Context: an optimization exercise on an open-source flow, tuned for small area, a short achievable clock period and few clock cycles per item. The choices shown serve that exercise and are no tape-out recipe. In this exercise RTL edits were held to simulation tests only and were not proved equivalent to the original. Power is estimated from default activity; no workload was simulated.

**flow/config.mk**
```make
export PLATFORM = sky130hd
export DESIGN_NAME = math_expression_tokenizer
export DESIGN_NICKNAME = math_expression_tokenizer
export VERILOG_FILES = /design/flow/design.v
export SDC_FILE = /design/flow/constraint.sdc
export NUM_CORES = 4
export LEC_CHECK = 0
export CAP_MARGIN = 20
export CORE_MARGIN = 2
export CORE_UTILIZATION = 50
export CTS_BUF_LIST = sky130_fd_sc_hd__clkbuf_4 sky130_fd_sc_hd__clkbuf_8
export CTS_CLUSTER_SIZE = 30
export PLACE_DENSITY = 0.68
export SETUP_SLACK_MARGIN = 2.3
export SLEW_MARGIN = 20
```
**flow/constraint.sdc**
```tcl
create_clock -name core_clock -period 5.3 [get_ports {clk}]
set_input_delay 1.0600 -clock core_clock [delete_from_list [all_inputs] [get_ports {clk}]]
set_output_delay 1.0600 -clock core_clock [all_outputs]
set_load 0.01 [all_outputs]
```
**flow/design.v**
```verilog
`timescale 1ns / 1ps
module mxt_lexer #(
	parameter int MANTISSA_BITS = 48,
	parameter int DEPTH_BITS = 8
) (
	input  logic        clk,
	input  logic        arst_n,
	input  logic        valid,
	input  logic        is_dig,
	input  logic        is_alp,
	input  logic        is_sp,
	input  logic        is_zero,
	input  logic        is_mark,
	input  logic        is_op,
	input  logic [4:0]  code,
	input  logic        q_v0,
	input  logic        q_v1,
	input  logic        num_held_nopop,
	input  logic        num_held_pop,
	input  logic        tokens_ready,
	output logic        go,
	output logic        push_a,
	output logic        num_a,
	output logic [4:0]  kind_a,
	output logic        push_b,
	output logic [4:0]  kind_b,
	output logic [1:0]  status_b,
	output logic [MANTISSA_BITS-1:0] acc,
	output logic [3:0]  frac,
	output logic        sat
);
	localparam logic [4:0] KIND_END    = 5'd18;
	localparam logic [1:0] ST_OK      = 2'd0;
	localparam logic [1:0] ST_SYNTAX  = 2'd1;
	localparam logic [1:0] ST_KEYWORD = 2'd2;
	localparam logic [1:0] ST_MIXED   = 2'd3;
	localparam logic [1:0] VAR_NONE = 2'b11;
	localparam int LO_BITS = 24;
	localparam int HI_BITS = MANTISSA_BITS - LO_BITS;
	localparam logic [1:0] CMP_EQ = 2'd0;
	localparam logic [1:0] CMP_LT = 2'd1;
	localparam logic [1:0] CMP_GT = 2'd2;
	localparam int M_IDLE = 0;
	localparam int M_NUMI = 1;   
	localparam int M_NUMF = 2;   
	localparam int M_MARK = 3;   
	localparam int M_WORD = 4;
	localparam int M_ERRS = 5;   
	localparam int M_ERRK = 6;   
	localparam logic [4:0] L_A = 5'd1, L_B = 5'd2, L_C = 5'd3, L_E = 5'd5, L_H = 5'd8,
		L_I = 5'd9, L_N = 5'd14, L_O = 5'd15, L_P = 5'd16, L_Q = 5'd17, L_R = 5'd18,
		L_S = 5'd19, L_T = 5'd20, L_X = 5'd24;
	localparam logic [4:0] W_DEAD  = 5'd8;
	localparam logic [4:0] W_S     = 5'd9;
	localparam logic [4:0] W_SI    = 5'd10;
	localparam logic [4:0] W_SQ    = 5'd11;
	localparam logic [4:0] W_SQR   = 5'd12;
	localparam logic [4:0] W_C     = 5'd13;
	localparam logic [4:0] W_CO    = 5'd14;
	localparam logic [4:0] W_TA    = 5'd15;
	localparam logic [4:0] W_TH    = 5'd16;
	localparam logic [4:0] W_SIN   = 5'd17;
	localparam logic [4:0] W_COS   = 5'd18;
	localparam logic [4:0] W_TAN   = 5'd19;
	localparam logic [4:0] W_ABS   = 5'd20;
	localparam logic [4:0] W_SQRT  = 5'd21;
	localparam logic [4:0] W_PI    = 5'd22;
	localparam logic [4:0] W_E     = 5'd23;
	localparam logic [4:0] W_THETA = 5'd24;
	localparam logic [4:0] W_X     = 5'd25;
	localparam logic [4:0] W_T     = 5'd26;
	localparam logic [4:0] W_THE   = 5'd27;
	localparam logic [4:0] W_THET  = 5'd28;
	localparam logic [4:0] W_A     = 5'd29;
	localparam logic [4:0] W_AB    = 5'd30;
	localparam logic [4:0] W_P     = 5'd31;
	function automatic logic [4:0] word_start(input logic [4:0] l);
		case (l)
			L_S: word_start = W_S;
			L_C: word_start = W_C;
			L_T: word_start = W_T;
			L_A: word_start = W_A;
			L_P: word_start = W_P;
			L_E: word_start = W_E;
			L_X: word_start = W_X;
			default: word_start = W_DEAD;
		endcase
	endfunction
	function automatic logic [4:0] word_next(input logic [4:0] s, input logic [4:0] l);
		word_next = W_DEAD;
		case (s)
			W_S:    if (l == L_I) word_next = W_SI; else if (l == L_Q) word_next = W_SQ;
			W_SI:   if (l == L_N) word_next = W_SIN;
			W_SQ:   if (l == L_R) word_next = W_SQR;
			W_SQR:  if (l == L_T) word_next = W_SQRT;
			W_C:    if (l == L_O) word_next = W_CO;
			W_CO:   if (l == L_S) word_next = W_COS;
			W_T:    if (l == L_A) word_next = W_TA; else if (l == L_H) word_next = W_TH;
			W_TA:   if (l == L_N) word_next = W_TAN;
			W_TH:   if (l == L_E) word_next = W_THE;
			W_THE:  if (l == L_T) word_next = W_THET;
			W_THET: if (l == L_A) word_next = W_THETA;
			W_A:    if (l == L_B) word_next = W_AB;
			W_AB:   if (l == L_S) word_next = W_ABS;
			W_P:    if (l == L_I) word_next = W_PI;
			default: word_next = W_DEAD;
		endcase
	endfunction
	logic [6:0]               m_q, m_n;
	logic [4:0]               w_q, w_n;
	logic [LO_BITS-1:0]       lo_q;
	logic [HI_BITS-1:0]       hi_q;
	logic [3:0]               cpend_q;
	logic                     hpend_q;
	logic [3:0]               frac_q;
	logic                     sat_q;
	logic [3:0]               len_q, len_s, len_d, top_dig;
	logic [1:0]               cmp_q, cmp_s, cmp_d;
	logic [DEPTH_BITS-1:0]    depth_q, depth_n, depth_step;
	logic                     neg_q, neg_n;
	logic [1:0]               var_q, var_n, v;
	logic                     mixed_q, mixed_n;
	logic [3:0] dig;
	logic [LO_BITS+3:0]       wlo;
	logic [HI_BITS-1:0]       whi;
	logic [3:0]               carry;
	logic go0, go1, hclr_q;
	logic over, start, take, take_acc, num, is_kw, fall, err_n;
	assign dig = {code[3], code[2] & !code[3], code[1] & !code[3], code[0]};
	assign num_a = num;
	assign num = m_q[M_NUMI] || m_q[M_NUMF];
	assign start = m_q[M_IDLE] || m_q[M_MARK];
	assign is_kw = w_q[4] && w_q[3:0] >= 4'd1 && w_q[3:0] <= 4'd10;
	assign v = w_q[1:0];
	assign go0 = valid && (is_dig ? !(start && num_held_nopop)
		: ((num || m_q[M_WORD]) ? (!q_v0 && !q_v1) : !q_v1));
	assign go1 = valid && (is_dig ? !(start && num_held_pop)
		: ((num || m_q[M_WORD]) ? !q_v1 : 1'b1));
	assign go = go0 || (go1 && tokens_ready);
	assign wlo[0] = code[0];
	mxt_add #(.N(LO_BITS+3)) u_add_lo (
		.x({1'b0, lo_q, code[2:1]}),
		.y({3'b0, lo_q}),
		.ci(code[3]),
		.s(wlo[LO_BITS+3:1])
	);
	assign carry = wlo[LO_BITS+3:LO_BITS];
	assign whi[0] = cpend_q[0];
	mxt_add #(.N(HI_BITS-1)) u_add_hi (
		.x({hi_q[HI_BITS-4:0], cpend_q[2:1]}),
		.y(hi_q[HI_BITS-2:0]),
		.ci(cpend_q[3]),
		.s(whi[HI_BITS-1:1])
	);
	assign over = len_q == 4'd15 || (len_q == 4'd14
		&& (cmp_q == CMP_GT || (cmp_q == CMP_EQ && dig > 4'd5)));
	always_comb begin
		case (len_q)
			4'd0:  top_dig = 4'd2;
			4'd1:  top_dig = 4'd8;
			4'd2:  top_dig = 4'd1;
			4'd3:  top_dig = 4'd4;
			4'd4:  top_dig = 4'd7;
			4'd5:  top_dig = 4'd4;
			4'd6:  top_dig = 4'd9;
			4'd7:  top_dig = 4'd7;
			4'd8:  top_dig = 4'd6;
			4'd9:  top_dig = 4'd7;
			4'd10: top_dig = 4'd1;
			4'd11: top_dig = 4'd0;
			4'd12: top_dig = 4'd6;
			4'd13: top_dig = 4'd5;
			default: top_dig = 4'd5;
		endcase
	end
	assign len_s = (len_q == 4'd0 && dig == 4'd0) ? 4'd0 : len_q + 4'd1;
	assign cmp_s = (len_q == 4'd0 && dig == 4'd0) ? CMP_EQ
		: cmp_q != CMP_EQ ? cmp_q
		: dig > top_dig ? CMP_GT : dig < top_dig ? CMP_LT : CMP_EQ;
	assign len_d = dig == 4'd0 ? 4'd0 : 4'd1;
	assign cmp_d = dig == 4'd0 ? CMP_EQ : dig > 4'd2 ? CMP_GT : dig < 4'd2 ? CMP_LT : CMP_EQ;
	assign take = go && is_dig && (start || m_q[M_NUMI]
		|| (m_q[M_NUMF] && !over && frac_q != 4'd15));
	assign take_acc = take && !(m_q[M_NUMI] && over);
	always_ff @(posedge clk) begin
		if (take) begin
			frac_q <= m_q[M_MARK] ? 4'd1 : m_q[M_IDLE] ? 4'd0 : frac_q + {3'd0, m_q[M_NUMF]};
			len_q <= start ? len_d : (m_q[M_NUMI] && over) ? 4'd15 : len_s;
			cmp_q <= start ? cmp_d : (m_q[M_NUMI] && over) ? CMP_EQ : cmp_s;
		end
		if (take_acc) lo_q <= start ? {{(LO_BITS-4){1'b0}}, dig} : wlo[LO_BITS-1:0];
		if (take_acc) cpend_q <= {carry[3], carry[2] | carry[3], carry[1] | carry[3], carry[0]};
		if (hpend_q) hi_q <= hclr_q ? '0 : whi;
		if (go && is_dig && (start || m_q[M_NUMI])) sat_q <= !start && over;
	end
	always_ff @(posedge clk or negedge arst_n) begin
		if (!arst_n) begin
			hpend_q <= 1'b0;
			hclr_q <= 1'b0;
		end else begin
			hpend_q <= take_acc;
			hclr_q <= take_acc && start;
		end
	end
	assign acc = {hi_q, lo_q};
	assign frac = frac_q;
	assign sat = sat_q;
	assign depth_step = depth_q + {{(DEPTH_BITS-1){code[0]}}, 1'b1};
	always_comb begin
		m_n = m_q; w_n = w_q;
		depth_n = depth_q; neg_n = neg_q; var_n = var_q; mixed_n = mixed_q;
		push_a = 1'b0; kind_a = 5'd0;
		push_b = 1'b0; kind_b = 5'd0; status_b = ST_OK;
		fall = 1'b1;
		if (num) begin
			if (is_dig) begin
				fall = 1'b0;
			end else if (is_mark && m_q[M_NUMI]) begin
				fall = 1'b0;
				m_n = 7'd1 << M_NUMF;
			end else begin
				push_a = 1'b1;
				m_n = 7'd1 << M_IDLE;
			end
		end else if (m_q[M_MARK]) begin
			if (is_dig) begin
				fall = 1'b0;
				m_n = 7'd1 << M_NUMF;
			end else begin
				m_n = 7'd1 << M_ERRS;
			end
		end else if (m_q[M_WORD]) begin
			if (is_alp || is_dig) begin
				fall = 1'b0;
				w_n = is_alp ? word_next(w_q, code) : W_DEAD;
			end else if (is_kw) begin
				push_a = 1'b1;
				kind_a = {1'b0, w_q[3:0]};
				m_n = 7'd1 << M_IDLE;
				if (w_q[3:0] >= 4'd8) begin
					if (var_q == VAR_NONE) var_n = v;
					else if (var_q != v) mixed_n = 1'b1;
				end
			end else begin
				m_n = 7'd1 << M_ERRK;
			end
		end
		err_n = m_n[M_ERRS] || m_n[M_ERRK];
		if (fall) begin
			if (is_zero) begin
				push_b = 1'b1;
				kind_b = KIND_END;
				if (m_n[M_ERRS]) status_b = ST_SYNTAX;
				else if (m_n[M_ERRK]) status_b = ST_KEYWORD;
				else if (mixed_n) status_b = ST_MIXED;
				else if (depth_q != '0 || neg_q) status_b = ST_SYNTAX;
				else status_b = ST_OK;
				m_n = 7'd1 << M_IDLE;
				depth_n = '0; neg_n = 1'b0; var_n = VAR_NONE; mixed_n = 1'b0;
			end else if (!err_n) begin
				m_n = 7'd1 << M_IDLE;
				if (is_sp) begin
				end else if (is_dig) begin
					m_n = 7'd1 << M_NUMI;
				end else if (is_mark) begin
					m_n = 7'd1 << M_MARK;
				end else if (is_alp) begin
					m_n = 7'd1 << M_WORD;
					w_n = word_start(code);
				end else if (is_op) begin
					push_b = 1'b1;
					kind_b = code;
					if (code == 5'd16) begin
						if (&depth_q) neg_n = 1'b1;
						else depth_n = depth_step;
					end
					if (code == 5'd17) begin
						if (depth_q == '0) neg_n = 1'b1;
						else depth_n = depth_step;
					end
				end else begin
					m_n = 7'd1 << M_ERRS;
				end
			end
		end
	end
	always_ff @(posedge clk or negedge arst_n) begin
		if (!arst_n) begin
			m_q <= 7'd1 << M_IDLE; depth_q <= '0; neg_q <= 1'b0; var_q <= VAR_NONE;
			mixed_q <= 1'b0;
		end else if (go) begin
			m_q <= m_n; depth_q <= depth_n; neg_q <= neg_n; var_q <= var_n;
			mixed_q <= mixed_n;
		end
	end
	always_ff @(posedge clk) begin
		if (go) w_q <= w_n;
	end
endmodule
module mxt_add #(
	parameter int N = 48
) (
	input  logic [N-1:0] x,
	input  logic [N-1:0] y,
	input  logic         ci,
	output logic [N-1:0] s
);
	localparam int LV = 6;   
	logic [N-1:0] p;
	logic [N-1:0] g_l [0:LV];
	logic [N-1:0] p_l [0:LV];
	assign p = x ^ y;
	always_comb begin
		g_l[0] = x & y;
		p_l[0] = p;
		g_l[0][0] = (x[0] & y[0]) | (p[0] & ci);
		for (int l = 0; l < LV; l++) begin
			g_l[l+1] = g_l[l];
			p_l[l+1] = p_l[l];
			for (int i = 0; i < N; i++) begin
				if ((i >> l) % 2 == 1) begin
					g_l[l+1][i] = g_l[l][i] | (p_l[l][i] & g_l[l][((i >> l) << l) - 1]);
					p_l[l+1][i] = p_l[l][i] & p_l[l][((i >> l) << l) - 1];
				end
			end
		end
	end
	assign s = p ^ {g_l[LV][N-2:0], ci};
endmodule
`timescale 1ns / 1ps
module mxt_token_queue (
	input  logic       clk,
	input  logic       arst_n,
	input  logic       go,
	input  logic       push_a,
	input  logic       num_a,
	input  logic [4:0] kind_a,
	input  logic       push_b,
	input  logic [4:0] kind_b,
	input  logic [1:0] status_b,
	output logic       hp0,
	output logic       hp1,
	output logic       num_held,
	output logic       v0,
	output logic       v1,
	output logic       num_held_nopop,
	output logic       num_held_pop,
	output logic       q0_num,
	output logic       tokens_valid,
	input  logic       tokens_ready,
	output logic [4:0] tokens_token_kind,
	output logic [1:0] tokens_status
);
	logic       v0_q, v1_q;
	logic [4:0] k0_q, k1_q;
	logic [1:0] s0_q, s1_q;
	logic       n0_q, n1_q, t0_n;
	logic       pop, pa, pb;
	logic [4:0] t0_k;
	logic [1:0] t0_s;
	assign pop = v0_q && tokens_ready;
	assign hp0 = !v1_q && (!v0_q || tokens_ready);
	assign hp1 = !v1_q || tokens_ready;
	assign q0_num = n0_q;
	assign num_held = (v0_q && n0_q && !tokens_ready) || (v1_q && n1_q);
	assign num_held_nopop = (v0_q && n0_q) || (v1_q && n1_q);
	assign num_held_pop = v1_q && n1_q;
	assign v0 = v0_q;
	assign v1 = v1_q;
	assign tokens_valid = v0_q;
	assign tokens_token_kind = k0_q;
	assign tokens_status = s0_q;
	assign pa = go && push_a;
	assign pb = go && push_b;
	assign t0_k = push_a ? kind_a : kind_b;
	assign t0_s = push_a ? 2'd0 : status_b;
	assign t0_n = push_a && num_a;
	always_ff @(posedge clk or negedge arst_n) begin
		if (!arst_n) begin
			v0_q <= 1'b0;
			v1_q <= 1'b0;
		end else begin
			if (hp0) begin
				v0_q <= pa || pb;
				v1_q <= pa && pb;
			end else if (pop || !v1_q) begin
				v0_q <= 1'b1;
				v1_q <= pa || pb;
			end
		end
	end
	always_ff @(posedge clk) begin
		if (hp0) begin
			k0_q <= t0_k;
			s0_q <= t0_s;
			n0_q <= t0_n;
			k1_q <= kind_b;
			s1_q <= status_b;
			n1_q <= 1'b0;
		end else begin
			if (pop) begin
				k0_q <= k1_q;
				s0_q <= s1_q;
				n0_q <= n1_q;
			end
			if (pop || !v1_q) begin
				k1_q <= t0_k;
				s1_q <= t0_s;
				n1_q <= t0_n;
			end
		end
	end
endmodule
`timescale 1ns / 1ps
module math_expression_tokenizer #(
	parameter int MANTISSA_BITS = 48,
	parameter int DEPTH_BITS = 8
) (
	input  logic clk,
	input  logic arst_n,
	input  logic chars_valid,
	output logic chars_ready,
	input  logic [7:0] chars_character,
	output logic tokens_valid,
	input  logic tokens_ready,
	output logic [4:0] tokens_token_kind,
	output logic [47:0] tokens_number_mantissa,
	output logic [3:0] tokens_fraction_digits,
	output logic [1:0] tokens_status,
	output logic tokens_last,
	input  logic cfg_valid,
	output logic cfg_ready,
	input  logic cfg_comma_decimal_mark
);
	localparam int C_DIG  = 0;
	localparam int C_ALP  = 1;
	localparam int C_SP   = 2;
	localparam int C_ZERO = 3;
	localparam int C_MARK = 4;
	localparam int C_OP   = 5;
	logic        mark_q;
	logic        r0_v;
	logic [5:0]  r0_cls, in_cls;
	logic [4:0]  r0_code, in_code;
	logic        accept, go;
	logic        q_hp0, q_hp1, num_held, q_v0, q_v1, num_held_nopop, num_held_pop;
	logic        push_a, push_b, num_a;
	logic [4:0]  kind_a, kind_b;
	logic [1:0]  status_b;
	logic        q0_num;
	logic [47:0] acc;
	logic [3:0]  frac;
	logic        sat;
	logic [7:0]  ch;
	assign cfg_ready = 1'b1;
	assign chars_ready = !r0_v || go;
	assign accept = chars_valid && chars_ready;
	assign ch = chars_character;
	always_comb begin
		in_cls = '0;
		in_code = {1'b0, ch[3], ch[2] | ch[3], ch[1] | ch[3], ch[0]};
		in_cls[C_DIG] = ch >= "0" && ch <= "9";
		in_cls[C_ALP] = (ch >= "a" && ch <= "z") || (ch >= "A" && ch <= "Z");
		in_cls[C_SP] = ch == " " || (ch >= 8'd9 && ch <= 8'd13);
		in_cls[C_ZERO] = ch == 8'd0;
		in_cls[C_MARK] = mark_q ? (ch == ",") : (ch == ".");
		if (in_cls[C_ALP]) in_code = ch[5] ? ch[4:0] : 5'd0;
		case (ch)
			"+": begin in_cls[C_OP] = 1'b1; in_code = 5'd11; end
			"-": begin in_cls[C_OP] = 1'b1; in_code = 5'd12; end
			"*": begin in_cls[C_OP] = 1'b1; in_code = 5'd13; end
			"/": begin in_cls[C_OP] = 1'b1; in_code = 5'd14; end
			"^": begin in_cls[C_OP] = 1'b1; in_code = 5'd15; end
			"(": begin in_cls[C_OP] = 1'b1; in_code = 5'd16; end
			")": begin in_cls[C_OP] = 1'b1; in_code = 5'd17; end
			default: ;
		endcase
	end
	always_ff @(posedge clk or negedge arst_n) begin
		if (!arst_n) mark_q <= 1'b0;
		else if (cfg_valid) mark_q <= cfg_comma_decimal_mark;
	end
	always_ff @(posedge clk or negedge arst_n) begin
		if (!arst_n) r0_v <= 1'b0;
		else if (chars_ready) r0_v <= chars_valid;
	end
	always_ff @(posedge clk) begin
		if (chars_ready) begin
			r0_cls <= in_cls;
			r0_code <= in_code;
		end
	end
	mxt_lexer #(
		.MANTISSA_BITS(MANTISSA_BITS),
		.DEPTH_BITS(DEPTH_BITS)
	) u_lexer (
		.clk(clk),
		.arst_n(arst_n),
		.valid(r0_v),
		.is_dig(r0_cls[C_DIG]),
		.is_alp(r0_cls[C_ALP]),
		.is_sp(r0_cls[C_SP]),
		.is_zero(r0_cls[C_ZERO]),
		.is_mark(r0_cls[C_MARK]),
		.is_op(r0_cls[C_OP]),
		.code(r0_code),
		.q_v0(q_v0),
		.q_v1(q_v1),
		.num_held_nopop(num_held_nopop),
		.num_held_pop(num_held_pop),
		.tokens_ready(tokens_ready),
		.go(go),
		.push_a(push_a),
		.num_a(num_a),
		.kind_a(kind_a),
		.push_b(push_b),
		.kind_b(kind_b),
		.status_b(status_b),
		.acc(acc),
		.frac(frac),
		.sat(sat)
	);
	mxt_token_queue u_queue (
		.clk(clk),
		.arst_n(arst_n),
		.go(go),
		.push_a(push_a),
		.num_a(num_a),
		.kind_a(kind_a),
		.push_b(push_b),
		.kind_b(kind_b),
		.status_b(status_b),
		.hp0(q_hp0),
		.hp1(q_hp1),
		.num_held(num_held),
		.v0(q_v0),
		.v1(q_v1),
		.num_held_nopop(num_held_nopop),
		.num_held_pop(num_held_pop),
		.q0_num(q0_num),
		.tokens_valid(tokens_valid),
		.tokens_ready(tokens_ready),
		.tokens_token_kind(tokens_token_kind),
		.tokens_status(tokens_status)
	);
	assign tokens_last = tokens_token_kind[4] & tokens_token_kind[1];
	assign tokens_number_mantissa = q0_num ? (acc | {48{sat}}) : 48'd0;
	assign tokens_fraction_digits = q0_num ? frac : 4'd0;
endmodule
```
**flow/flow/run.sh**
```bash
#!/bin/bash
# the standard layout, with the port buffers made from buf_1 cells instead
# of the delay buffers buffer_ports picks by default; every port still gets
# its own buffer. make's output goes to standard.log, each ORFS step's to
# its own log under orfs/logs.
set -euo pipefail
export BUFFER_PORTS_ARGS="-buffer_cell sky130_fd_sc_hd__buf_1"
bash standard.sh > standard.log 2>&1
```
**flow/standard.sh**
```bash
#!/bin/bash
# synth_recipe.tcl (not shown) runs the flow's synth.tcl, then flattens the netlist and writes it again
# the make line also repeats each setting of config.mk as NAME=value (left out here)
make -C /OpenROAD-flow-scripts/flow DESIGN_CONFIG=/design/flow/config.mk WORK_HOME=/design/flow/orfs CLKGATE_MAP_FILE= SYNTH_SCRIPT=/design/flow/synth_recipe.tcl "${@:-finish}"
```
==> results.txt <==
==> worst paths after layout <==
check / from / to / slack [ns]
hold reg to reg: u_lexer.m_q[5] / u_lexer.m_q[5] / 0.49
min in group asynchronous: arst_n / u_queue.v1_q / 0.60
hold / removal: u_lexer.m_q[5] / u_lexer.m_q[5] / 0.49
setup reg to reg: u_lexer.w_q[1] / u_lexer.w_q[0] / 2.40
max in group asynchronous: arst_n / u_lexer.var_q[0] / 4.39
setup / recovery: tokens_ready / chars_ready / 2.30
==> routing by layer <==
layer / GRT usage [%] / vias to the layer above / part of all wire [%]
met1: 32.70 / 3561 / 45
met2: 38.14 / 306 / 46
met3: 4.519 / 54 / 6.4
met5: 0 / - / 0
li1: - / 3637 / -
met4: 7.847 / 0 / 2.4
==> tightest hold or removal path: stages, from the launching register on <==
cell and delay [ns]:
dfrtp_1 0.34, nand2_1 0.05, o21ai_0 0.07
==> flip-flops by register name, indices dropped and copies added, names as in the netlist, 2 cells and up <==
name	count
r0_cls	6
r0_code	5
u_lexer.cmp_q	2
u_lexer.cpend_q	4
u_lexer.depth_q	8
u_lexer.frac_q	4
u_lexer.hi_q	24
u_lexer.len_q	4
u_lexer.lo_q	24
u_lexer.m_q	7
u_lexer.var_q	2
u_lexer.w_q	5
u_queue.k0_q	5
u_queue.k1_q	5
u_queue.s0_q	2
u_queue.s1_q	2
==> repair_timing <==
action / 4_1_cts / 5_1_grt
pin swaps: 12 / 24
gates cloned: 2 / 0
setup endpoints to repair: 65 / 51
resized for setup: 26 / 27
buffers inserted: 17 / 36
==> report_power, final <==
group | switching, mW | total (mW) | internal [mW]
clock | 0.380 | 0.769 | 0.389
sequential | 0.453 | 2.07 | 1.61
combinational | 2.25 | 3.98 | 1.72
==> Yosys cell counts (all sizes together) (6+ instances only) <==
cell type  count
a31oi          9
o21bai         6
nand2b        12
o31ai          8
xor2          14
o21a          56
and2          16
inv           37
nand4          7
fa            13
and3          12
nor4          16
nor3          19
dfrtp         22
nand3         27
a21oi         52
o22a           8
xnor2         29
o21ai         44
a211oi         6
nor2b         18
a21o          19
o211ai        12
nand2         82
edfxtp        94
ha            59
nor2          97
clkbuf        36
buf           14
==> cell type report <==
class | count | share of cell area (%)
clock buffers | 22 | 2.675
multi-input cells | 725 | 50.62
repair buffers | 135 | 7.458
inverters | 38 | 1.430
well taps | 225 | 2.774
clock inverters | 10 | 0.8013
flip-flops and latches | 120 | 34.25
==> cells by family after synthesis <==
family                     Yosys count
DFF                                120
and+or+nand+nor                    332
xor gates and xnor gates            43
buffers and inverters               88
adders and majority gates           72
other                                1
AOI/OAI and AO/OA                  268
muxes                                7
==> metrics by stage <==
stage	hold WS [ns]	worst slack, ns	power, mW
floorplan	0.4498	2.271	4.678
global placement	0.4735	1.686	5.455
detailed placement	0.4797	1.613	5.527
CTS	0.4939	2.167	6.540
global route	0.5359	2.238	7.377
finish	0.4922	2.304	6.812
==> impl_metrics.toml <==
[route]
drt-initial-drc-count = 549
via_count = 7558
wl_per_cell_um = 17.26
drt-total-wl_um = 22010
drc = 0
drtAntennaViolNets = 0
dr.pass1.iters = 6
viasPerCell = 5.928

[global_route]
first_global_vias = 7151
antenna_found_initial = 0
grt_max_degree = 53
grt_pass1_wl_um = 35650
gr-total-overflow = 0
grt_usage_pct = 23.88

[sta]
hold_viol = 0
rsz0062_at_grt = "yes"
min_period_ns = 2.996
setup_viol = 0
drv_slew = 0
fin_crit_sh_pct = 56.53
worst_pin_slew_ns = 1.040
slew_headroom_pct = 30.68
max_freq_mhz = 333.7
finalSetupTns_ns = 0
fin_skew_ns = 0.01394

[cells_and_area]
multi_input_comb_area_mm2 = 0.005137
drive_gt1_share_pct = 14.76
layout_common_cells = "nor2_1 (95), edfxtp_1 (94), nand2_1 (81)"
seqCellArea_mm2 = 0.003476
num_antenna_cells = 0
fin_util_pct = 58.68
layout_commonest_cell = "nor2_1"
final-instance-count-excl-fill = 1275
postLayoutCellArea_mm2 = 0.01015
fillers = 1530
nNetsFinal = 1123
area_growth_pct = 14.80

[worst_setup_path]
worstSetupEndpointType = "output port"
cp_common_cell = "buf_6"
worst-setup-path-type = "input port to output port"
crit_buf_inv = 3
ff2ff_path_depth = 8
critPathRequiredTime_ns = 4.24
cp_top_family = "simple AND/OR/NAND/NOR gates"
path_max_fanout = 3
start_kind = "input port"
crit_chain = "buf_8 > nor2b_4 > nor2_4 > o2bb2ai_2 > nand2b_1 > nand3_2 > buf_6 > nand2_8 > buf_6"
arrival_ns = 1.94
crit_slowest_cell = "nor2b_4"
cp.depth = 9
slowest_delay_ns = 0.14

[floorplanning]
die-height_um = 137.0
start_util_pct = 51.11
ios = 77
core_area_mm2 = 0.01730
die_w_um = 137.0
rows = 48
die_area_mm2 = 0.01876

[placement]
post_dp_cell_area_mm2 = 0.009223
dp.cells = 1187
gp_congestion = 0.9002
dpl.hpwl_um = 14460
portBuffers = 75

[run_status]
status = "timing/DRC/antenna clean"

[pwr]
irDropWorstVdd_mv = 0.3333
cellPowerDensity_mw_per_mm2 = 671.2
p_leak_nw = 4.115

[clock_tree]
clkTransAtPathRegs_ns = 0.07
root_buffer = "clkbuf_8"
htreeDepth = 4
cts_buffers = 17
clockBufferDepth = 2
cts_tree = "built"
clock_sink_count = 120
holdBufCountCts = 0
clk-insertion-delay-late_ns = 0.46

[synthesis]
synth_area_leader_cell = "edfxtp_1"
synth_top_family_by_area = "compound AO/OA/AOI/OAI gates"
synth-compound-area-share_pct = 20.99
ys_seq_area_share_pct = 39.27
synth-simple-area-share_pct = 18.79
synth_area_leaders = "edfxtp_1 (32%), ha_1 (8.3%), dfrtp_1 (6.2%)"
syn_inst = 931
async_flop_share_pct = 20.83
yosys_warnings = 9
syn_area_per_cell_um2 = 9.496
ys_ff_latch = 120
netlist.area_leader.share_pct = 31.93
synth_edf_count = 94
synth-adder-area-share_pct = 11.29
synthXorXnorAreaFrac_pct = 4.260
ys_types = 78
synth_fp_nets = 1017
synthMuxAreaShare_pct = 0.9624
ys.flop_type = "edfxtp_1"
synth_area_mm2 = 0.008841

[worst_hold_path]
hold_path_class = "flip-flop to flip-flop"
holdPathStages = 2

[run]
drv_cap = 0
Testbench counts, summed over its fixed seeds: cycles 45,710, chars 45,683.

## separate check: timing with driven ports
The results above use ideal ports. As a check the final layout listed here was re-extracted and re-timed, cells and wires unchanged. Step 1: set_driving_cell puts a clkbuf_16 on clk and a buf_2 on each other input, an assumption about the parent block. Step 2 adds t to the input delays and takes it off the output delays; t is the mean of the earliest and latest rising clock arrival at the registers after step 1. Input paths then give back, and output paths get back, about the clock's delay inside the block. Three values: ideal, step 1, step 2; two values: the first two.
shift t [ns]: 0.489
slack for setup (ns): 2.304 / 2.256 / 2.088
worst setup path at the end: input to register
latest minus earliest clock arrival (ns): 0.017 / 0.016
pins driven straight from the clock port: 1
After both steps this run still meets setup and hold. For this run, drivers alone change the setup slack by -0.048 ns; drivers and shift together by -0.216 ns.
